Background: an optimization exercise with open tools, aiming at small area, a short achievable clock period and few clock cycles per item. Do not read the settings as production practice.
RTL that was checked went through simulation tests only; none was proved equivalent to the original.
No functional check of the RTL was part of run 2.

## flow/design.v (module list and top-level ports; edited modules follow where they fit)
// module rms_sound_level_meter: 1628 lines
module rms_sound_level_meter #(
   parameter int MAX_BLOCK = 1024
) (
   input  logic                 clock,
   input  logic                 reset,
   input  logic                 req_valid,
   output logic                 req_stall,
   input  logic signed [31:0]   audio_word,
   input  logic                 block_end,
   output logic                 rsp_valid,
   input  logic                 rsp_stall,
   output logic signed [15:0]   level_db,
   output logic                 report_out,
   output logic                 silent,
   input  logic                 csr_we,
   input  logic [1:0]           csr_index,
   input  logic [14:0]          csr_wdata
);
  // ...
==> flow/flow/run.sh <==
#!/bin/bash
# The standard layout (standard.sh: ORFS synthesis with the standard flow's script,
# then floorplan to finish) with these changes to how it is optimized:
#  - Yosys's synth skips its early ABC pass (SYNTH_ARGS=-noabc), so the
#    full adders written in the RTL are extracted as they are, without
#    inverters between them;
#  - adders use Yosys's own carry-lookahead mapping instead of ORFS's
#    Kogge-Stone extra map (setting SYNTH_OPERATIONS_ARGS to -nordff, a
#    no-op here since the design has no memories, drops that extra map);
#    registers are the same as in the standard synthesis;
#  - ORFS's repair_timing keeps a larger setup margin (flow/margin.txt), so
#    it sizes and buffers the critical paths;
#  - the port buffers are a plain buffer cell instead of the delay cell the
#    resizer picks by default.
# All output goes to make_finish.log here; ORFS's own logs are in orfs/logs.
set -euo pipefail
MARGIN=$(cat flow/margin.txt)
bash standard.sh SYNTH_ARGS=-noabc SYNTH_OPERATIONS_ARGS=-nordff SETUP_SLACK_MARGIN=$MARGIN \
  "BUFFER_PORTS_ARGS=-buffer_cell sky130_fd_sc_hd__buf_4" finish > make_finish.log 2>&1
==> flow/flow/margin.txt <==
9.1
==> flow/standard.sh <==
#!/bin/bash
# synth_recipe.tcl (not shown) runs the flow's synth.tcl, then flattens the netlist and writes it again
# the make line also repeats each setting of config.mk as NAME=value (left out here)
make -C /OpenROAD-flow-scripts/flow DESIGN_CONFIG=/design/flow/config.mk WORK_HOME=/design/flow/orfs CLKGATE_MAP_FILE= SYNTH_SCRIPT=/design/flow/synth_recipe.tcl "${@:-finish}"
==> flow/config.mk <==
export PLATFORM = sky130hd
export DESIGN_NAME = rms_sound_level_meter
export DESIGN_NICKNAME = rms_sound_level_meter
export VERILOG_FILES = /design/flow/design.v
export SDC_FILE = /design/flow/constraint.sdc
export NUM_CORES = 4
export LEC_CHECK = 0
export CAP_MARGIN = 10
export CORE_MARGIN = 2
export CORE_UTILIZATION = 40
export CTS_CLUSTER_DIAMETER = 100
export CTS_CLUSTER_SIZE = 25
export SLEW_MARGIN = 10
==> flow/constraint.sdc <==
create_clock -name core_clock -period 13.0 [get_ports {clock}]
set_input_delay 2.6000 -clock core_clock [delete_from_list [all_inputs] [get_ports {clock}]]
set_output_delay 2.6000 -clock core_clock [all_outputs]
set_load 0.01 [all_outputs]
==> flow_summary.toml, run 1 <==
[synthesis]
synth_compound_area_frac = 0.07952
synthSimpleGateAreaFrac = 0.1724
syn_inst = 4024
syn-cell-area_mm2 = 0.04365

[min_path]
min_from = "tk_s_q"
hold_path_depth = 1

[floorplanning]
num_rows = 121
die-area_mm2 = 0.1118

[layout]
area_growth_pct = 12.87
multi_input_area_mm2 = 0.03290
final_cell_count_no_fill = 5488
final_util = 0.4539
seq-cell-share = 0.2141
layout-drive-gt1-share = 0.1382
largest_class = "multi-input combinational cells"
seq_cells = 476

[clocking]
cts_sinks = 476
cts_tree = "yes"

[worst_setup_path]
reg2reg_slack_ns = 8.74
slowest_stage = "dfxtp_4"
required_ns = 13.53
critPathLaunchType = "register"

[global_route]
grt_use_met1 = 0.2775
grt_busiest_layer = "met2"

[placed_design]
gp_congestion = 0.8635
dpl_cell_area_mm2 = 0.04558

[run_status]
status = "complete, no violations"
Testbench counts, summed over its fixed seeds: cycles 19,485, samples 19,106.
==> run 2, diff against run 1 <==
--- a/flow/design.v
+++ b/flow/design.v
@@ -1464,22 +1464,25 @@
       lv = {p_q[41], p_q[41:24]} + {4'd0, ofs_q} + {18'd0, p_q[23]};
       if (sil_c_q)
          level_new = 16'sd0;
       else if (lv[18:15] == 4'b0000 || lv[18:15] == 4'b1111)
          level_new = lv[15:0];
       else
          level_new = {lv[18], {15{~lv[18]}}};
    end
-   logic [17:0] dpos, dneg;
-   logic        report;
+   logic [16:0] rd, ry;
+   logic [17:0] rz;
+   logic        rs, report;
    always_comb begin
-      dpos   = {{2{level_q[15]}}, level_q} - {{2{last_q[15]}}, last_q} - {3'd0, thr_q};
-      dneg   = {{2{last_q[15]}}, last_q} - {{2{level_q[15]}}, level_q} - {3'd0, thr_q};
-      report = ~have_q | ~dpos[17] | ~dneg[17];
+      rd     = {level_q[15], level_q} - {last_q[15], last_q};
+      rs     = rd[16];
+      ry     = rd ^ {17{rs}};
+      rz     = {1'b0, ry} + {3'b111, ~thr_q};
+      report = ~have_q | ~rz[17] | ((&rz[17:1]) & (rz[0] | rs));
    end
    logic [5:0] b_next;
    logic       pend_next, cap_next, capture;
    assign capture = cap_q;
    always_comb begin
       pend_next = e_t_q | (pend_q & ~capture);
       if (capture)
          b_next = B_START;
==> flow/flow/run.sh (replaced) <==
#!/bin/bash
# The standard layout (standard.sh: ORFS synthesis with the standard flow's script,
# then floorplan to finish) with these changes to how it is optimized:
#  - Yosys's synth skips its early ABC pass (SYNTH_ARGS=-noabc), so the
#    full adders written in the RTL are extracted as they are, without
#    inverters between them; registers are the same as in the standard
#    synthesis;
#  - ORFS's repair_timing keeps a larger setup margin (flow/margin.txt), so
#    it sizes and buffers the critical paths;
#  - the port buffers are a plain buffer cell instead of the delay cell the
#    resizer picks by default.
# All output goes to make_finish.log here; ORFS's own logs are in orfs/logs.
set -euo pipefail
MARGIN=$(cat flow/margin.txt)
bash standard.sh SYNTH_ARGS=-noabc SETUP_SLACK_MARGIN=$MARGIN \
  "BUFFER_PORTS_ARGS=-buffer_cell sky130_fd_sc_hd__buf_4" finish > make_finish.log 2>&1
==> flow/flow/margin.txt (replaced) <==
9.0
==> flow/config.mk (replaced) <==
export PLATFORM = sky130hd
export DESIGN_NAME = rms_sound_level_meter
export DESIGN_NICKNAME = rms_sound_level_meter
export VERILOG_FILES = /design/flow/design.v
export SDC_FILE = /design/flow/constraint.sdc
export NUM_CORES = 4
export LEC_CHECK = 0
export CAP_MARGIN = 20
export CORE_MARGIN = 2
export CORE_UTILIZATION = 40
export CTS_CLUSTER_DIAMETER = 100
export CTS_CLUSTER_SIZE = 25
export SLEW_MARGIN = 20
==> flow_summary.toml, run 2 <==
[run_status]
status = "complete, no violations"

[clocking]
clk_pin_slew_ns = 0.10
cts_sinks = 476
clock_latency_ns = 0.63
cts_buffers = 27
cts_hold_buf = 0
root_buffer = "clkbuf_16"
htree_levels = 1
cts_buffer_depth = 3
cts_tree = "yes"

[placed_design]
dp_cells = 5717
dp_hpwl_um = 78860
io_buffer_count = 66
gp_congestion = 0.8623

[layout]
fillers = 10588
final_cell_mix = "and2_1, fa_1, dfxtp_1"
final_common_cell = "and2_1"
final_cell_count_no_fill = 5839
reg_top3 = "acc_q (57), t1_q (46), u1_q (45)"
layout-drive-gt1-share = 0.1108
max_flop_register = "acc_q"
largest_reg_flops = 57
area_growth_pct = 9.978
antenna_cells = 0
fin_nets = 5270
final_util = 0.4440

[worst_setup_path]
r2r_cells = 27
slowest_stage = "edfxtp_1"
critical_path_buf_inv_count = 5
cp-end-kind = "register"
slowest_delay_ns = 0.38
reg2reg_slack_ns = 8.26
worstPathMaxFanout = 8
required_ns = 13.51
r2r-start = "level_q[0]"
r2r_end = "last_q[6]"
arrival_ns = 5.25
crit_family = "compound AO/OA/AOI/OAI gates"
critPathKind = "reg2reg"
critPathLaunchType = "register"

[routing]
ant_nets = 0
drt_first_pass_iters = 6
drc_errors = 0
drtIter0Drc = 1890
wl_per_cell_um = 19.33
wirelength_um = 112800
vias_per_cell = 5.405
vias = 31557

[synthesis]
syn-cell-area_mm2 = 0.04474
synth_edf_count = 99
syn_inst = 4364
yosysSeqAreaShare = 0.2351
syn_area_per_cell_um2 = 10.25
synthFlopType = "dfxtp_1"
synthTopCellsByArea = "fa_1, dfxtp_1, and2_1"
yosysTopAreaCellShare = 0.2855
synthesis.nets = 5301
yosysTopAreaCell = "fa_1"
synth-seq-cells = 476
yosys_warnings = 1
synth_commonest_cells = "and2_1, fa_1, dfxtp_1"
synth_cell_type_count = 96
synthArstFlopShare = 0
yosysMostFrequentCell = "and2_1"

[floorplanning]
start_util = 0.4037
die_w_um = 338.4
core_area_mm2 = 0.1108
die-area_mm2 = 0.1145
num_rows = 122
die_h_um = 338.4
ioPinCount = 75

[min_path]
worstHoldEndpoint = "tk_t_q"
hold_path_depth = 1
min_path_type = "reg2reg"
min_from = "tk_s_q"

[sta]
slew_violations = 0
hold_viol_final = 0
grt_setup_unrepaired = "true"
worstMarginPinSlew_ns = 1.105
skew_ns = 0.03260
period_share = 0.3648
relSlewSlack = 0.2621
post-route-min-period_ns = 4.742
setup_viol_count_final = 0
tns_ns = 0
max_freq_ghz = 0.2109

[global_route]
grt_busiest_layer = "met2"
grt_pass1_vias = 32812
met3_usage = 0.01876
grt_max_degree = 82
grtUsageMet2 = 0.3318
grt_use_met1 = 0.2657
grt_use_total = 0.1954
grt_pass1_wl_um = 181700
grt_overflow = 0
antenna_found_initial = 0

[job]
drv_cap = 0
-- run 2: metal layers --
metal,up-vias,routed length [um]
li1,14682,-
met1,15956,50390
met2,726,53950
met3,193,4754
met4,0,3746
met5,-,0
-- run 2: through the flow --
step | hold WS, ns | area, um^2 | worst slack [ns]
after global routing | 0.4591 | 49200 | 7.938
after floorplan | 0.3729 | 44840 | 8.131
after global placement | 0.4186 | 46560 | 7.355
after CTS | 0.4520 | 48450 | 8.342
after detailed placement | 0.4361 | 46560 | 7.332
final | 0.4508 | 49200 | 8.258
-- run 2: kinds of logic after synthesis --
group                    synth area share
flip-flops                         0.2351
AO/OA/AOI/OAI                      0.1107
XOR/XNOR                          0.03661
buffers and inverters             0.03160
AND/OR/NAND/NOR                    0.1897
multiplexers                      0.04248
adder cells (fa/ha/maj)            0.3537
-- run 2: how the worst max path moves through the flow --
stage                          start         end  slack (ns)  cells after the start
final                     level_q[0]   last_q[6]        8.26                     27
after global routing      level_q[0]  last_q[14]        7.94                     27
after CTS                 level_q[0]   last_q[8]        8.34                     28
after detailed placement  level_q[0]   last_q[8]        7.33                     25
after global placement    level_q[0]  last_q[13]        7.36                     25
after floorplan           level_q[0]   last_q[0]        8.13                     27
-- run 2: timing repair --
action,4_1_cts,5_1_grt
setup buffers,46,23
cloned,4,2
endpoints found under the setup margin,134,108
pin swaps,49,55
resized for setup,109,115
-- run 2: cell type report --
type / count / area (um^2) / share of cell area
clock buffer: 38 / 737.0 / 0.01498
tap: 1488 / 1862 / 0.03784
inverter: 101 / 379.1 / 0.007705
multi-input combinational: 3530 / 33730 / 0.6855
timing repair buffer: 197 / 1813 / 0.03685
clock inverter: 9 / 138.9 / 0.002823
sequential: 476 / 10550 / 0.2143
-- run 2: worst register-to-register path: cells and delay by family (launching register included) --
| family | cells | cell delay [ns] |
|---|---|---|
| and+or+nand+nor | 4 | 0.48 |
| muxes | 1 | 0.20 |
| buffers and inverters | 5 | 0.50 |
| xor gates and xnor gates | 1 | 0.13 |
| AOI/OAI and AO/OA | 13 | 2.14 |
| adders and majority gates | 3 | 0.79 |
| DFF | 1 | 0.38 |

[separate check: timing with driven ports]
Ports are ideal in the flow. The routed layouts listed here were re-timed in OpenROAD.
Step 1, drivers: a clkbuf_16 drives clock and a buf_2 each remaining input, both assumed.
Step 2, shift: input delay + t, output delay - t, t = (earliest + latest rising clock arrival at the registers) / 2. This alone moves slack from input paths to output paths.
a / b / c = no drivers / after step 1 / after step 2; a / b = the first two.
| run | t, ns | slack for setup (ns) | clock arrival spread, ns |
|---|---|---|---|
| run 1 | 0.711 | 8.744 / 8.744 / 8.742 | 0.038 / 0.038 |
| run 2 | 0.686 | 8.258 / 8.258 / 8.258 | 0.043 / 0.042 |
After both steps setup and hold are still met in every run listed. For run 1, which loses most, drivers alone change the setup slack by 0.000 ns; drivers and shift together by -0.002 ns.
